This is an optimization exercise on Yosys and OpenROAD, whose aim is small area, a short achievable clock period and few clock cycles per item, not a production implementation. The RTL was checked by simulation tests, not by an equivalence proof against the original design. No activity file was given, so power comes from the tool's default toggle rates. No driver is modelled on the clock port, so clocking that relies on it looks cheaper here than on a real chip.

==> run Z: inputs <==
==> flow/design.v (excerpt) <==
module cobs_sample_framer #(
  parameter int SAMPLES_PER_FRAME = 63
) (
  input  logic        clk,
  input  logic        rst,
  input  logic [31:0] s_tdata,
  input  logic        s_tvalid,
  output logic        s_tready,
  output logic [7:0]  m_tdata,
  output logic        m_tvalid,
  input  logic        m_tready
);
clock: 8.0 ns
lec_check: 0
cap_margin: 20
core_margin: 2
core_utilization: 60
cts_buf_list: sky130_fd_sc_hd__clkbuf_16
cts_cluster_diameter: 100
cts_cluster_size: 30
slew_margin: 20
standard.sh (not shown) runs the stock make flow with config.mk's settings and CLKGATE_MAP_FILE= SYNTH_SCRIPT=/design/flow/synth_recipe.tcl, a recipe that flattens the netlist after the stock synthesis.
==> flow/flow/run.sh <==
#!/bin/bash
set -euo pipefail
bash standard.sh SETUP_SLACK_MARGIN=5.3 \
  "CTS_ARGS=-sink_clustering_enable -repair_clock_nets -sink_clustering_size 30 -sink_clustering_max_diameter 100 -buf_list sky130_fd_sc_hd__clkbuf_16 -dont_use_dummy_load" \
  finish > layout.log 2>&1
==> run B (differences from run Z) <==
==> flow/design.v (replaced) <==
module cobs_sample_framer #(
  parameter int SAMPLES_PER_FRAME = 63
) (
  input  logic        clk,
  input  logic        rst,
  input  logic [31:0] s_tdata,
  input  logic        s_tvalid,
  output logic        s_tready,
  output logic [7:0]  m_tdata,
  output logic        m_tvalid,
  input  logic        m_tready
);
  localparam int FB = 4 * SAMPLES_PER_FRAME;   
  localparam int NS = FB + 2;                  
  localparam int SD = FB;                      
  localparam int SC = FB + 1;                  
  localparam int SW = 8;                       
  localparam int TL = 8;                       
  localparam int TN = 1 << TL;                 
  localparam int K  = 2;                       
  localparam int KA = TN - (TN >> 2) - 1;      
  localparam int KB = TN - (TN >> 1) - 1;      
  localparam int DA = NS - KA;                 
  localparam int DB = NS - KB;                 
  logic [8*NS-1:0] ring;
  logic [SW-1:0]   s_q, s_d;        
  logic [7:0]      in_byte;
  logic [7:0]      wbyte;
  logic            wen;
  logic [SW-1:0]   wb_q, wb_d;      
  logic            ahd_q, ahd_d;    
  logic            wok_q, wok_d;    
  logic            srdy_q, srdy_d;
  logic [6:0]      run_q, run_d;    
  logic [SW-1:0]   rs_q, rs_d;      
  logic [SW-1:0]   dl_q, dl_d;      
  logic            al_q, al_d;      
  logic            ok_q, ok_d;      
  logic [7:0]      ob_q, ob_d;      
  logic [7:0]      fd_q [K];
  logic [7:0]      fd_d [K];
  logic [K-1:0]    fv_q, fv_d;      
  logic            take;            
  logic            pop;
  assign s_tready = srdy_q;
  assign m_tdata  = fd_q[0];
  assign m_tvalid = fv_q[0];
  assign in_byte = s_tdata[{wb_q[1:0], 3'b000} +: 8];
  assign wen     = wok_q && s_tvalid;
  assign wbyte   = (s_q == SW'(SD)) ? 8'h00 : (wen ? in_byte : ring[7:0]);
  assign take    = al_q && ok_q && !fv_q[K-1];
  assign pop     = fv_q[0] && m_tready;
  logic [TN-1:0] leaf;
  always_comb begin
    leaf = '0;
    for (int j = 1; j <= SD; j++) leaf[j] = (ring[8*(j+1) +: 8] == 8'h00);
  end
  genvar l, n;
  generate
    for (l = 0; l <= TL; l++) begin : lv
      logic [(TN >> l)-1:0] v;
      logic [(l > 0 ? l : 1)-1:0] ix [TN >> l];
      if (l == 0) begin : g0
        assign v = leaf;
        for (n = 0; n < TN; n++) begin : gn
          assign ix[n] = 1'b0;
        end
      end else begin : gl
        for (n = 0; n < (TN >> l); n++) begin : gn
          assign v[n] = lv[l-1].v[2*n] | lv[l-1].v[2*n+1];
          if (l == 1) begin : g1
            assign ix[n] = !lv[l-1].v[2*n];
          end else begin : g2
            assign ix[n] = lv[l-1].v[2*n] ? {1'b0, lv[l-1].ix[2*n]} : {1'b1, lv[l-1].ix[2*n+1]};
          end
        end
      end
    end
  endgenerate
  logic [7:0] by_p, by_a, by_b, cd_p, cd_a, cd_b;
  logic       zf_p, zf_a, zf_b, fn_a, fn_b;
  assign by_p = ring[15:8];
  assign by_a = ring[8*(KA+1) +: 8];
  assign by_b = ring[8*(KB+1) +: 8];
  assign zf_p = (by_p == 8'h00);
  assign zf_a = leaf[KA];
  assign zf_b = leaf[KB];
  assign cd_p = lv[TL].v[0] ? 8'(lv[TL].ix[0]) : 8'(SC);    
  assign cd_a = 8'(lv[TL-2].ix[3]) + 8'd1;
  assign cd_b = 8'(lv[TL-1].ix[1]) + 8'd1;
  assign fn_a = lv[TL-2].v[3];
  assign fn_b = lv[TL-1].v[1];
  always_comb begin
    logic [SW-1:0] wbn;
    logic          ahn;
    logic          is_sc, is_sd, ncode, wr_a, wr_b;
    logic [7:0]    byt, cod;
    logic          zf, fnd, wrt;
    s_d = (s_q == SW'(NS - 1)) ? '0 : s_q + SW'(1);
    wbn = wb_q;
    if (wen) wbn = (wb_q == SW'(FB - 1)) ? SW'(SD) : wb_q + SW'(1);
    ahn = ahd_q;
    if (take && rs_q == SW'(SD)) ahn = 1'b0;
    wb_d  = wbn;
    ahd_d = ahn;
    if (wbn == SW'(SD) && !ahn) begin
      wb_d  = '0;
      ahd_d = 1'b1;
    end
    run_d = (wen || s_q >= SW'(SD)) ? ((run_q == 7'h7f) ? run_q : run_q + 7'd1) : 7'd0;
    rs_d = rs_q;
    dl_d = dl_q;
    if (take) rs_d = (rs_q == SW'(NS - 1)) ? '0 : rs_q + SW'(1);
    else      dl_d = (dl_q == '0) ? SW'(NS - 1) : dl_q - SW'(1);
    al_d = (dl_d == '0) || (dl_d == SW'(KA)) || (dl_d == SW'(KB));
    is_sc = (rs_d == SW'(SC));
    is_sd = (rs_d == SW'(SD));
    wr_a  = ahd_d || (run_d >= 7'(DA));
    wr_b  = ahd_d || (run_d >= 7'(DB));
    if (dl_d == SW'(KA)) begin
      byt = by_a; zf = zf_a; cod = cd_a; fnd = fn_a; wrt = wr_a;
    end else if (dl_d == SW'(KB)) begin
      byt = by_b; zf = zf_b; cod = cd_b; fnd = fn_b; wrt = wr_b;
    end else begin
      byt = by_p; zf = zf_p; cod = cd_p; fnd = 1'b1; wrt = ahd_d;
    end
    ncode = is_sc || (zf && !is_sd);
    ob_d  = ncode ? cod : byt;
    ok_d  = wrt && (!ncode || fnd);
    fv_d = fv_q;
    for (int i = 0; i < K; i++) fd_d[i] = fd_q[i];
    if (pop) begin
      for (int i = 0; i < K - 1; i++) fd_d[i] = fd_q[i + 1];
      fv_d = fv_q >> 1;
    end
    if (take) begin
      if (!fv_d[0]) fd_d[0] = ob_q;
      for (int i = 1; i < K; i++)
        if (!fv_d[i] && fv_d[i - 1]) fd_d[i] = ob_q;
      fv_d = {fv_d[K-2:0], 1'b1};
    end
    wok_d  = (s_d == wb_d) && (wb_d != SW'(SD)) &&
             (!ahd_d || (rs_d != SW'(SC) && (wb_d != rs_d || !fv_d[K-1])));
    srdy_d = wok_d && (wb_d[1:0] == 2'd3);
  end
  always_ff @(posedge clk) begin
    ring <= {wbyte, ring[8*NS-1:8]};
    ob_q <= ob_d;
    for (int i = 0; i < K; i++) fd_q[i] <= fd_d[i];
    if (rst) begin
      s_q    <= '0;
      wb_q   <= '0;
      ahd_q  <= 1'b0;
      wok_q  <= 1'b1;
      srdy_q <= 1'b0;
      run_q  <= 7'd1;
      rs_q   <= SW'(SC);
      dl_q   <= SW'(SC);
      al_q   <= 1'b0;
      ok_q   <= 1'b0;
      fv_q   <= '0;
    end else begin
      s_q    <= s_d;
      wb_q   <= wb_d;
      ahd_q  <= ahd_d;
      wok_q  <= wok_d;
      srdy_q <= srdy_d;
      run_q  <= run_d;
      rs_q   <= rs_d;
      dl_q   <= dl_d;
      al_q   <= al_d;
      ok_q   <= ok_d;
      fv_q   <= fv_d;
    end
  end
endmodule
==> flow/run.sh (new file) <==
#!/bin/bash
# synth_recipe.tcl (not shown) runs the flow's synth.tcl, then flattens the netlist and writes it again
# the make line also repeats each setting of config.mk as NAME=value (left out here)
make -C /OpenROAD-flow-scripts/flow DESIGN_CONFIG=/design/flow/config.mk WORK_HOME=/design/flow/orfs CLKGATE_MAP_FILE= SYNTH_SCRIPT=/design/flow/synth_recipe.tcl finish
SETUP_SLACK_MARGIN = 5.0   (was default)
removed: flow/flow/run.sh
removed: flow/standard.sh
==> run A (differences from run Z) <==
==> flow/design.v (replaced) <==
module cobs_sample_framer #(
  parameter int SAMPLES_PER_FRAME = 63
) (
  input  logic        clk,
  input  logic        rst,
  input  logic [31:0] s_tdata,
  input  logic        s_tvalid,
  output logic        s_tready,
  output logic [7:0]  m_tdata,
  output logic        m_tvalid,
  input  logic        m_tready
);
  localparam int FB = 4 * SAMPLES_PER_FRAME;   
  localparam int NS = FB + 2;                  
  localparam int SD = FB;                      
  localparam int SC = FB + 1;                  
  localparam int SW = 8;                       
  localparam int TL = 6;                       
  localparam int TN = 1 << TL;                 
  localparam int KW = TN - 3;                  
  localparam int KA = NS - 2 - KW;             
  localparam int DA = NS - KA;                 
  localparam int K  = 2;                       
  logic [8*NS-1:0] ring;
  logic [SW-1:0]   s_q, s_d;        
  logic [7:0]      in_byte;
  logic [7:0]      wbyte;
  logic            wen;
  logic [SW-1:0]   wb_q, wb_d;      
  logic            ahd_q, ahd_d;    
  logic            wok_q, wok_d;    
  logic            srdy_q, srdy_d;
  logic [5:0]      run_q, run_d;    
  logic [SW-1:0]   rs_q, rs_d;      
  logic [SW-1:0]   dl_q, dl_d;      
  logic            al_q, al_d;      
  logic            ok_q, ok_d;      
  logic            nf_q, nf_d;      
  logic [7:0]      ob_q, ob_d;      
  logic            sc_q, sc_d;      
  logic [7:0]      sn_q, sn_d;      
  logic            lk_q, lk_d;      
  logic [7:0]      fd_q [K];
  logic [7:0]      fd_d [K];
  logic [K-1:0]    fv_q, fv_d;      
  logic            take;            
  logic            pop;
  assign s_tready = srdy_q;
  assign m_tdata  = fd_q[0];
  assign m_tvalid = fv_q[0];
  assign in_byte = s_tdata[{wb_q[1:0], 3'b000} +: 8];
  assign wen     = wok_q && s_tvalid;
  assign wbyte   = (s_q == SW'(SD)) ? 8'h00 : (wen ? in_byte : ring[7:0]);
  assign take    = ok_q && !fv_q[K-1];
  assign pop     = fv_q[0] && m_tready;
  logic [TN-1:0] leaf;
  always_comb begin
    leaf = '0;
    for (int d = 1; d <= KW; d++) leaf[d] = (ring[8*(KA+1+d) +: 8] == 8'h00);
  end
  genvar l, n;
  generate
    for (l = 0; l <= TL; l++) begin : lv
      logic [(TN >> l)-1:0] v;
      logic [(l > 0 ? l : 1)-1:0] ix [TN >> l];
      if (l == 0) begin : g0
        assign v = leaf;
        for (n = 0; n < TN; n++) begin : gn
          assign ix[n] = 1'b0;
        end
      end else begin : gl
        for (n = 0; n < (TN >> l); n++) begin : gn
          assign v[n] = lv[l-1].v[2*n] | lv[l-1].v[2*n+1];
          if (l == 1) begin : g1
            assign ix[n] = !lv[l-1].v[2*n];
          end else begin : g2
            assign ix[n] = lv[l-1].v[2*n] ? {1'b0, lv[l-1].ix[2*n]} : {1'b1, lv[l-1].ix[2*n+1]};
          end
        end
      end
    end
  endgenerate
  logic [SW-1:0] wb_w [2];          
  logic          ah_w [2];
  logic          wk_w [2];
  logic          sr_w [2];
  always_comb begin
    logic [SW-1:0] rsn, wbn;
    logic          ahn;
    logic          is_sc, is_sd, ncode, wrt, fnd, zf;
    logic [7:0]    byt, cod, sn;
    s_d   = (s_q == SW'(NS - 1)) ? '0 : s_q + SW'(1);
    run_d = (wen || s_q >= SW'(SD)) ? ((run_q == 6'h3f) ? run_q : run_q + 6'd1) : 6'd0;
    rsn  = (rs_q == SW'(NS - 1)) ? '0 : rs_q + SW'(1);
    rs_d = take ? rsn : rs_q;
    dl_d = take ? dl_q : ((dl_q == '0) ? SW'(NS - 1) : dl_q - SW'(1));
    al_d = take || (dl_q == SW'(KA + 1));
    is_sc = take ? (rs_q == SW'(SC - 1)) : (rs_q == SW'(SC));
    is_sd = take ? (rs_q == SW'(SD - 1)) : (rs_q == SW'(SD));
    sn   = sc_q ? sn_q : 8'(NS - 1 - KA);
    sc_d = 1'b0;
    sn_d = sn_q;
    lk_d = lk_q && !take;
    if (sc_q || (al_q && nf_q && !lk_q)) begin
      if (ahd_q || run_q != 6'd0) begin
        if (ring[8*(NS-1) +: 8] == 8'h00) begin
          lk_d = 1'b1;
          sn_d = sn;
        end else begin
          sc_d = 1'b1;
          sn_d = sn + 8'd1;
        end
      end
    end
    ahn = ahd_q && !(take && rs_q == SW'(SD));
    for (int w = 0; w < 2; w++) begin
      wbn = wb_q;
      if (w == 1) wbn = (wb_q == SW'(FB - 1)) ? SW'(SD) : wb_q + SW'(1);
      wb_w[w] = wbn;
      ah_w[w] = ahn;
      if (wbn == SW'(SD) && !ahn) begin
        wb_w[w] = '0;
        ah_w[w] = 1'b1;
      end
    end
    wb_d  = wen ? wb_w[1] : wb_w[0];
    ahd_d = wen ? ah_w[1] : ah_w[0];
    byt   = ring[8*(KA+1) +: 8];
    zf    = (byt == 8'h00);
    cod   = 8'(lv[TL].ix[0]);
    fnd   = lv[TL].v[0];
    wrt   = ahd_d || (run_d >= 6'(DA));
    ncode = is_sc || (zf && !is_sd);
    ob_d  = ncode ? (lk_d ? sn_d : cod) : byt;
    ok_d  = al_d && wrt && (!ncode || fnd || lk_d);
    nf_d  = al_d && wrt && ncode && !fnd && !lk_d;
    fv_d = fv_q;
    for (int i = 0; i < K; i++) fd_d[i] = fd_q[i];
    if (pop) begin
      for (int i = 0; i < K - 1; i++) fd_d[i] = fd_q[i + 1];
      fv_d = fv_q >> 1;
    end
    if (take) begin
      if (!fv_d[0]) fd_d[0] = ob_q;
      for (int i = 1; i < K; i++)
        if (!fv_d[i] && fv_d[i - 1]) fd_d[i] = ob_q;
      fv_d = {fv_d[K-2:0], 1'b1};
    end
    for (int w = 0; w < 2; w++) begin
      wk_w[w] = (s_d == wb_w[w]) && (wb_w[w] != SW'(SD)) &&
                (!ah_w[w] || (rs_d != SW'(SC) && wb_w[w] != rs_d));
      sr_w[w] = wk_w[w] && (wb_w[w][1:0] == 2'd3);
    end
    wok_d  = wen ? wk_w[1] : wk_w[0];
    srdy_d = wen ? sr_w[1] : sr_w[0];
  end
  always_ff @(posedge clk) begin
    ring <= {wbyte, ring[8*NS-1:8]};
    ob_q <= ob_d;
    sn_q <= sn_d;
    for (int i = 0; i < K; i++) fd_q[i] <= fd_d[i];
    if (rst) begin
      s_q    <= '0;
      wb_q   <= '0;
      ahd_q  <= 1'b0;
      wok_q  <= 1'b1;
      srdy_q <= 1'b0;
      run_q  <= 6'd1;
      rs_q   <= SW'(SC);
      dl_q   <= SW'(SC);
      al_q   <= 1'b0;
      ok_q   <= 1'b0;
      nf_q   <= 1'b0;
      sc_q   <= 1'b0;
      lk_q   <= 1'b0;
      fv_q   <= '0;
    end else begin
      s_q    <= s_d;
      wb_q   <= wb_d;
      ahd_q  <= ahd_d;
      wok_q  <= wok_d;
      srdy_q <= srdy_d;
      run_q  <= run_d;
      rs_q   <= rs_d;
      dl_q   <= dl_d;
      al_q   <= al_d;
      ok_q   <= ok_d;
      nf_q   <= nf_d;
      sc_q   <= sc_d;
      lk_q   <= lk_d;
      fv_q   <= fv_d;
    end
  end
endmodule
==> flow/flow/run.sh (replaced) <==
#!/bin/bash
set -euo pipefail
bash standard.sh SETUP_SLACK_MARGIN=5.3 \
  "CTS_ARGS=-sink_clustering_enable -repair_clock_nets -sink_clustering_size 30 -sink_clustering_max_diameter 100 -buf_list sky130_fd_sc_hd__clkbuf_16 -dont_use_dummy_load -branching_point_buffers_distance 400 -distance_between_buffers 400" \
  finish > layout.log 2>&1
==> run P (differences from run Z) <==
==> flow/flow/run.sh (replaced) <==
#!/bin/bash
set -euo pipefail
bash standard.sh SETUP_SLACK_MARGIN=5.3 finish > layout.log 2>&1
CORE_UTILIZATION = 70   (was 60)
==> qor summary <==
metric                                                                         run A               run B               run Z               run P
Result of the run                                                     finished clean      finished clean      finished clean      finished clean
Met3 Wirelength                                                              2117 um             2951 um             3598 um             3020 um
Clock buffer count from CTS                                                       81                  80                  81                  81
Synth warnings                                                                    14                  12                  16                  16
Overall fraction of global-route tracks in use                                15.63%              20.80%              20.98%              25.04%
Placed cells                                                                    4034                5022                5140                4949
Core Box Area                                                              78740 um2           86750 um2           88370 um2           75820 um2
Fin crit period                                                              2711 ps             3412 ps             2729 ps             2754 ps
Final cycle utilization of the critical path                                  33.89%              42.65%              34.11%              34.43%
Part of the power in the clock network                                         29.1%               30.0%               29.3%               30.0%
Critical path launch point                                        fv_q[0]$_SDFF_PP0_  ring[1416]$_DFF_P_  fd_q[0][5]$_DFF_P_   srdy_q$_SDFF_PP0_
Wire length of the first global-routing pass                               104900 um           151900 um           154900 um           159200 um
Sequential cell count                                                           2112                2102                2133                2133
Maximum number of pins on one net before global-route repair                      38                  38                  31                  32
Avg Cell Area, Syn                                                         16.00 um2           13.68 um2           13.46 um2           13.46 um2
Power consumption                                                           15.81 mW            15.97 mW            15.98 mW            16.13 mW
Number of cells on the critical path                                               1                  11                   1                   1
Fillers                                                                         5546                6286                6421                4590
Proportion of cell area occupied by multi-input gates                         10.11%              19.04%              18.49%              18.54%
Number of DRC markers after the initial detailed-route iteration                 852                1672                1570                1645
Crit path to                                                                m_tvalid     ok_q$_SDFF_PP0_          m_tdata[5]            s_tready
Hold Crit Start                                                    ring[283]$_DFF_P_   ring[458]$_DFF_P_  ring[1679]$_DFF_P_  ring[1930]$_DFF_P_
Post-route non-filler standard cell count                                       4146                5187                5257                5076
Pwr per Cell Area                                                       305.0 nW/um2        274.2 nW/um2        275.6 nW/um2        278.8 nW/um2
Testbench counts of run Z, summed over its fixed seeds: cycles 16,760, samples 4,032.
Testbench counts of run B, summed over its fixed seeds: cycles 16,760, samples 4,032.
Testbench counts of run A, summed over its fixed seeds: cycles 16,760, samples 4,032.
Testbench counts of run P, summed over its fixed seeds: cycles 16,760, samples 4,032.

what the ideal ports hide:
Ports are ideal in the flow. The routed layouts listed here were re-timed in OpenROAD.
Step 1 assumes that a clkbuf_16 drives the clock port and a buf_2 every other input.
Step 2, shift: input delay + t, output delay - t, t = (earliest + latest rising clock arrival at the registers) / 2. This alone moves slack from input paths to output paths.
Three values: ideal ports, drivers, drivers and shift; two values: the first two.
| run | t (ns) | setup slack, ns | slew at the worst register clock pin (ns) |
|---|---|---|---|
| run Z | 0.701 | 5.271 / 5.209 / 4.631 | 0.11 / 0.11 |
| run B | 0.714 | 4.588 / 4.588 / 4.054 | 0.11 / 0.11 |
| run A | 0.690 | 5.289 / 5.224 / 4.708 | 0.12 / 0.12 |
| run P | 0.727 | 5.246 / 5.179 / 4.687 | 0.11 / 0.11 |
After both steps setup and hold are still met in every run listed. The setup slack of run Z, which loses most, moves by -0.062 ns with the drivers and by -0.640 ns with both steps.
